Context: an optimization exercise on an open-source flow, tuned for small area and a short achievable clock period. The choices shown serve that exercise and are no tape-out recipe. In this exercise RTL edits were held to simulation tests only and were not proved equivalent to the original. Power is estimated from default activity; no workload was simulated.

== build 58 ==
Design data_mem_responder, start of the top module:
module data_mem_responder #(
  parameter int DEPTH       = 64,
  parameter int WAIT_STATES = 2
) (
  input  logic        clk,
  input  logic        reset,
  input  logic        req_valid,
  output logic        req_ready,
  input  logic        req_write,
  input  logic [31:0] req_addr,
  input  logic [31:0] req_wdata,
  input  logic [3:0]  req_be,
  output logic        rsp_valid,
  input  logic        rsp_ready,
  output logic [31:0] rsp_rdata,
  output logic        rsp_err
);
==> flow/config.mk <==
export PLATFORM = sky130hd
export DESIGN_NAME = data_mem_responder
export DESIGN_NICKNAME = data_mem_responder
export VERILOG_FILES = /design/flow/design.v
export SDC_FILE = /design/flow/constraint.sdc
export NUM_CORES = 4
export LEC_CHECK = 0
export CAP_MARGIN = 20
export CORE_MARGIN = 2
export CORE_UTILIZATION = 60
export CTS_CLUSTER_DIAMETER = 80
export CTS_CLUSTER_SIZE = 30
export SETUP_SLACK_MARGIN = 3.45
export SLEW_MARGIN = 20
==> flow/constraint.sdc <==
create_clock -name core_clock -period 6.0 [get_ports {clk}]
set_input_delay 1.2000 -clock core_clock [delete_from_list [all_inputs] [get_ports {clk}]]
set_output_delay 1.2000 -clock core_clock [all_outputs]
set_load 0.01 [all_outputs]
standard.sh (not shown) runs the stock make flow with config.mk's settings and CLKGATE_MAP_FILE= SYNTH_SCRIPT=/design/flow/synth_recipe.tcl, a recipe that flattens the netlist after the stock synthesis.
==> flow/flow/run.sh <==
#!/bin/bash
set -euo pipefail
export BUFFER_PORTS_ARGS="-buffer_cell sky130_fd_sc_hd__buf_2"
bash standard.sh > standard.log 2>&1
Setup changes, build 58 to build 22
==> flow/flow/run.sh <==
#!/bin/bash
set -euo pipefail
export BUFFER_PORTS_ARGS="-buffer_cell sky130_fd_sc_hd__buf_4"
bash standard.sh MATCH_CELL_FOOTPRINT=0 finish > standard.log 2>&1
Notes after the runs:
The switching component of the power of build 22 is higher than that of build 58.
Compared build 22 vs build 58, and met3 layer usage reported by global route is up in build 22.
Compared with build 58, in build 22 total track usage about even, synthesized cell count about even, wire length reported by the detailed router about even, met1 track utilization from global routing fell 1.9 points.
## Diff of input files: build 50 against build 22
- a change of CTS_CLUSTER_DIAMETER from 80 to 60
- a change of CTS_CLUSTER_SIZE from 30 to 36
==> flow/run.sh (new file) <==
#!/bin/bash
# synth_recipe.tcl (not shown) runs the flow's synth.tcl, then flattens the netlist and writes it again
# the make line also repeats each setting of config.mk as NAME=value (left out here)
make -C /OpenROAD-flow-scripts/flow DESIGN_CONFIG=/design/flow/config.mk WORK_HOME=/design/flow/orfs CLKGATE_MAP_FILE= SYNTH_SCRIPT=/design/flow/synth_recipe.tcl finish
removed: flow/flow/run.sh
removed: flow/standard.sh
- In the reports for build 22 and build 50, the larger pin count of the biggest net entering global routing belongs to build 50.
- Looking at sequential cell fraction of total power, build 50 sits 7.4 points lower than build 22 does.
- Build 22 has higher critical path depth than build 50.
- Global-route usage in build 50 vs build 22: up 1.2 points
- Final clock period utilization by the worst path across build 22 and build 50: no real change.
- Build 50 vs. build 22: via count saw an increase; placed instance count saw little to no change.


data_mem_responder, a different RTL version from the one above (not shown whole).
For scale: about 4300 cells after synthesis, about 2100 flip-flops, roughly 110 I/O pins, roughly 61000 µm² of cells after synthesis.
export LEC_CHECK = 0
export CAP_MARGIN = 20
export CORE_MARGIN = 2
export CORE_UTILIZATION = 60
export SETUP_SLACK_MARGIN = 3.35
export SLEW_MARGIN = 20
create_clock -name core_clock -period 6.0 [get_ports {clk}]
run.sh (not shown) runs the stock make flow with config.mk's settings and CLKGATE_MAP_FILE= SYNTH_SCRIPT=/design/flow/synth_recipe.tcl, a recipe that flattens the netlist after the stock synthesis.
Stock flow here: none of the scripts above is used.
Rerun with:
Settings changed: CORE_UTILIZATION 60 to 40, SETUP_SLACK_MARGIN 3.35 to unset.
Effect: Wire length went down by 1.7%; worst setup slack got worse by 1.3 ns; clock-buffer cell count went up by 10; total power went up by 0.63%; critical path depth went down by 3.


run A:
The RTL this note starts from:
==> flow/design.v <==
module data_mem_responder #(
  parameter int DEPTH       = 64,
  parameter int WAIT_STATES = 2
) (
  input  logic        clk,
  input  logic        reset,
  input  logic        req_valid,
  output logic        req_ready,
  input  logic        req_write,
  input  logic [31:0] req_addr,
  input  logic [31:0] req_wdata,
  input  logic [3:0]  req_be,
  output logic        rsp_valid,
  input  logic        rsp_ready,
  output logic [31:0] rsp_rdata,
  output logic        rsp_err
);
  logic idle_q, w1_q, w2_q, resp_q;
  always_ff @(posedge clk) begin
    if (reset) begin
      idle_q <= 1'b1;
      w1_q   <= 1'b0;
      w2_q   <= 1'b0;
      resp_q <= 1'b0;
    end else begin
      idle_q <= (idle_q & ~req_valid) | (resp_q & rsp_ready);
      w1_q   <= idle_q & req_valid;
      w2_q   <= w1_q;
      resp_q <= w2_q | (resp_q & ~rsp_ready);
    end
  end
  logic [5:0] cnt_q;
  logic       seen_reset_q;
  always_ff @(posedge clk) begin
    if (reset) seen_reset_q <= 1'b1;
    if (seen_reset_q || !reset) cnt_q <= cnt_q + 6'd1;
    else                        cnt_q <= 6'd0;
  end
  logic [5:0]  pos_q;
  logic        err_q, wr_q;
  logic [31:0] wdata_q;
  logic [3:0]  be_q;
  logic        a_err;
  assign a_err = (|req_addr[1:0]) | (|req_addr[31:8]);
  logic [5:0] pos_d;
  assign pos_d = idle_q ? req_addr[7:2] + cnt_q : pos_q + 6'd1;
  always_ff @(posedge clk) begin
    pos_q <= pos_d;
    if (idle_q) begin
      wr_q    <= req_write;
      wdata_q <= req_wdata;
      be_q    <= req_be;
    end
    err_q <= (idle_q & a_err) | (~idle_q & err_q);
  end
  logic       st_ok, arm1_q, armx_q;
  logic [3:0] cb_q, wb;
  assign st_ok = wr_q & ~err_q;
  always_ff @(posedge clk) begin
    cb_q   <= be_q & {4{w1_q & st_ok & ~reset}};
    arm1_q <= w2_q & st_ok & ~reset;
    armx_q <= (w2_q & st_ok & ~reset) | arm1_q;
  end
  assign wb = (cb_q & {4{~reset}}) | (be_q & {4{armx_q}});
  localparam int NPORT = 22;
  logic [31:0] ring_d [64];
  logic [NPORT-1:0] psel_q;
  always_ff @(posedge clk)
    for (int k = 0; k < NPORT; k++)
      psel_q[k] <= pos_d == 6'(3 * k);
  function automatic logic inv_pos(input integer p);
    inv_pos = p == 0 ? 1'b1 : ((p - 1) / 3) % 2 == 1;
  endfunction
  logic [31:0] wdata_n;
  assign wdata_n = ~wdata_q;
  logic [31:0] ring_q [64];
  for (genvar p = 0; p < 64; p++) begin : g_ring
    localparam int PREV = (p + 63) % 64;
    if (PREV % 3 == 0) begin : g_port
      for (genvar i = 0; i < 4; i++) begin : g_byte
        logic s;
        assign s = psel_q[PREV / 3] & wb[i];
        dmr_port8 u_port (
          .s (s),
          .sn(~s),
          .w (inv_pos(PREV) ? wdata_n[8*i +: 8] : wdata_q[8*i +: 8]),
          .p (ring_q[PREV][8*i +: 8]),
          .y (ring_d[p][8*i +: 8])
        );
        always_ff @(posedge clk)
          ring_q[p][8*i +: 8] <= ring_d[p][8*i +: 8];
      end
    end else begin : g_pass
      always_ff @(posedge clk)
        ring_q[p] <= ring_q[PREV];
    end
  end
  logic [31:0] rsel_q;
  always_ff @(posedge clk)
    for (int k = 0; k < 32; k++) rsel_q[k] <= pos_d[5:1] == 5'(k);
  logic [31:0] rword;
  always_comb begin
    rword = 32'd0;
    for (int k = 0; k < 32; k++)
      rword = rword | ({32{rsel_q[k]}} & (inv_pos(2*k) ? ~ring_q[2*k] : ring_q[2*k]));
  end
  logic [31:0] rdata_q;
  logic        rd_ld;
  assign rd_ld = (w1_q | w2_q) & ~pos_q[0];
  always_ff @(posedge clk)
    rdata_q <= ({32{rd_ld & ~wr_q & ~err_q}} & rword) | ({32{~rd_ld}} & rdata_q);
  assign req_ready = idle_q;
  assign rsp_valid = resp_q;
  assign rsp_rdata = rdata_q;
  assign rsp_err   = err_q;
endmodule
module dmr_port8 (
  input  logic       s,
  input  logic       sn,
  input  logic [7:0] w,
  input  logic [7:0] p,
  output logic [7:0] y
);
  assign y = ~(({8{s}} & w) | ({8{sn}} & p));
endmodule
Settings: LEC_CHECK=0, CAP_MARGIN=20, CORE_MARGIN=2, CORE_UTILIZATION=70, CTS_CLUSTER_DIAMETER=80, CTS_CLUSTER_SIZE=30, SETUP_SLACK_MARGIN=3.55, SLEW_MARGIN=20; clock period 6.0 ns.
standard.sh (not shown) runs the stock make flow with config.mk's settings and CLKGATE_MAP_FILE= SYNTH_SCRIPT=/design/flow/synth_recipe.tcl, a recipe that flattens the netlist after the stock synthesis.
==> flow/flow/run.sh <==
#!/bin/bash
set -euo pipefail
export BUFFER_PORTS_ARGS="-buffer_cell sky130_fd_sc_hd__buf_4"
bash standard.sh > standard.log 2>&1
Having completed the whole flow, run A delivered a layout that passed the timing, design-rule and antenna checks.
Modified inputs, run B compared to run A
- a change of CORE_UTILIZATION from 70 to 60
- an added CTS_BUF_LIST of sky130_fd_sc_hd__clkbuf_16 sky130_fd_sc_hd__clkbuf_8
- a change of SETUP_SLACK_MARGIN from 3.55 to 3.45
--- outcome ---
From run A to run B the numbers moved as follows: post-layout minimum cycle time fell 0.0044 ns; number of buffers outside the clock class in the layout higher.
Run B against run A: global-route usage went down by 4.3 points, register-to-register slack went down by 0.07 ns, worst hold slack went up by 0.017 ns, synthesis-to-layout area growth was more or less identical, fraction of area in multi-input gates went down by 0.30 points.
| clock group share of total power | run B vs run A | ≈ equal |
Run B and run A ended up with nearly the same fmax.
Run B vs run A — total inserted antenna cells rose 2.
--- input diff run B..run C ---
- removing CTS_BUF_LIST (formerly sky130_fd_sc_hd__clkbuf_16 sky130_fd_sc_hd__clkbuf_8)
==> flow/run.sh (new file) <==
#!/bin/bash
# synth_recipe.tcl (not shown) runs the flow's synth.tcl, then flattens the netlist and writes it again
# the make line also repeats each setting of config.mk as NAME=value (left out here)
make -C /OpenROAD-flow-scripts/flow DESIGN_CONFIG=/design/flow/config.mk WORK_HOME=/design/flow/orfs CLKGATE_MAP_FILE= SYNTH_SCRIPT=/design/flow/synth_recipe.tcl finish
removed: flow/flow/run.sh
removed: flow/standard.sh
Results
Maximum frequency from static timing analysis | run C below run B. | setup slack of the critical path after layout | run C vs run B | worse |. Run C ends up with a non-clock buffer count that is 3 higher than in run B. Portion of total power attributed to combinational logic (lower): run B.
Input-level comparison between run D and run C:
==> flow/flow/run.sh (new file) <==
#!/bin/bash
set -euo pipefail
export BUFFER_PORTS_ARGS="-buffer_cell sky130_fd_sc_hd__buf_4"
bash standard.sh > standard.log 2>&1
==> flow/standard.sh (new file) <==
#!/bin/bash
# synth_recipe.tcl (not shown) runs the flow's synth.tcl, then flattens the netlist and writes it again
# the make line also repeats each setting of config.mk as NAME=value (left out here)
make -C /OpenROAD-flow-scripts/flow DESIGN_CONFIG=/design/flow/config.mk WORK_HOME=/design/flow/orfs CLKGATE_MAP_FILE= SYNTH_SCRIPT=/design/flow/synth_recipe.tcl "${@:-finish}"
removed: flow/run.sh
Findings:
- Summary: shortest clock period the worst path allows after layout, run D better than run C
- Count of filler cells inserted in the layout essentially unchanged between run D and run C.
- A standard cell with the maximum stage delay on the critical path of sky130_fd_sc_hd__or4_1 is what run C shows, while sky130_fd_sc_hd__or4b_1 belongs to run D.
- Comparing run C and run D, length in cells of the worst reg-to-reg path is higher on run C.
- The fraction of met1 tracks used by global routing number comes out higher for run C vs run D.
- For run D, the end point of the critical path was rdata_q[4]$_DFF_P_, unlike run C, where it was rdata_q[30]$_DFF_P_.
- Number of antenna violations at the first check in global routing sits higher in run D than in run C.
- Count of clock-buffer cells in the layout, run D vs run C: up slightly

==> port drivers added, routing unchanged <==
Ports are ideal in the flow. The routed layouts listed here were re-timed in OpenROAD.
Step 1 (the two cells are an assumption about what drives the block):
set clk [get_ports {clk}]
set_driving_cell -lib_cell sky130_fd_sc_hd__clkbuf_16 $clk
set_driving_cell -lib_cell sky130_fd_sc_hd__buf_2 [delete_from_list [all_inputs] $clk]
Step 2 times the ports against the registers' clock, not the clock port: input delays grow and output delays shrink by t, the midpoint of the rising clock arrivals with the driver on.
Three values: ideal, step 1, step 2; two values: the first two.
run	shift t [ns]	setup WS [ns]	worst setup path after step 2	clock arrival spread, ns	pins driven straight from the clock port
build 58	0.764	3.388 / 3.420 / 2.679	input to register	0.043 / 0.042	1
build 22	0.760	3.428 / 3.380 / 2.709	input to register	0.034 / 0.033	1
build 50	0.819	3.421 / 3.411 / 2.677	input to register	0.038 / 0.038	1
the first run of note 2	0.877	3.291 / 3.291 / 2.522	input to register	0.034 / 0.034	1
the second run of note 2	0.909	1.972 / 1.972 / 1.573	input to register	0.033 / 0.033	1
run A	0.746	3.428 / 3.402 / 2.716	input to register	0.026 / 0.025	1
run B	0.760	3.433 / 3.375 / 2.732	input to register	0.037 / 0.037	1
run C	0.768	3.411 / 3.411 / 2.719	input to register	0.040 / 0.039	1
run D	0.758	3.419 / 3.380 / 2.712	input to register	0.033 / 0.033	1
After both steps every run listed still meets setup and hold. The setup slack of the first run of note 2, which loses most, moves by 0.000 ns with the drivers and by -0.769 ns with both steps.
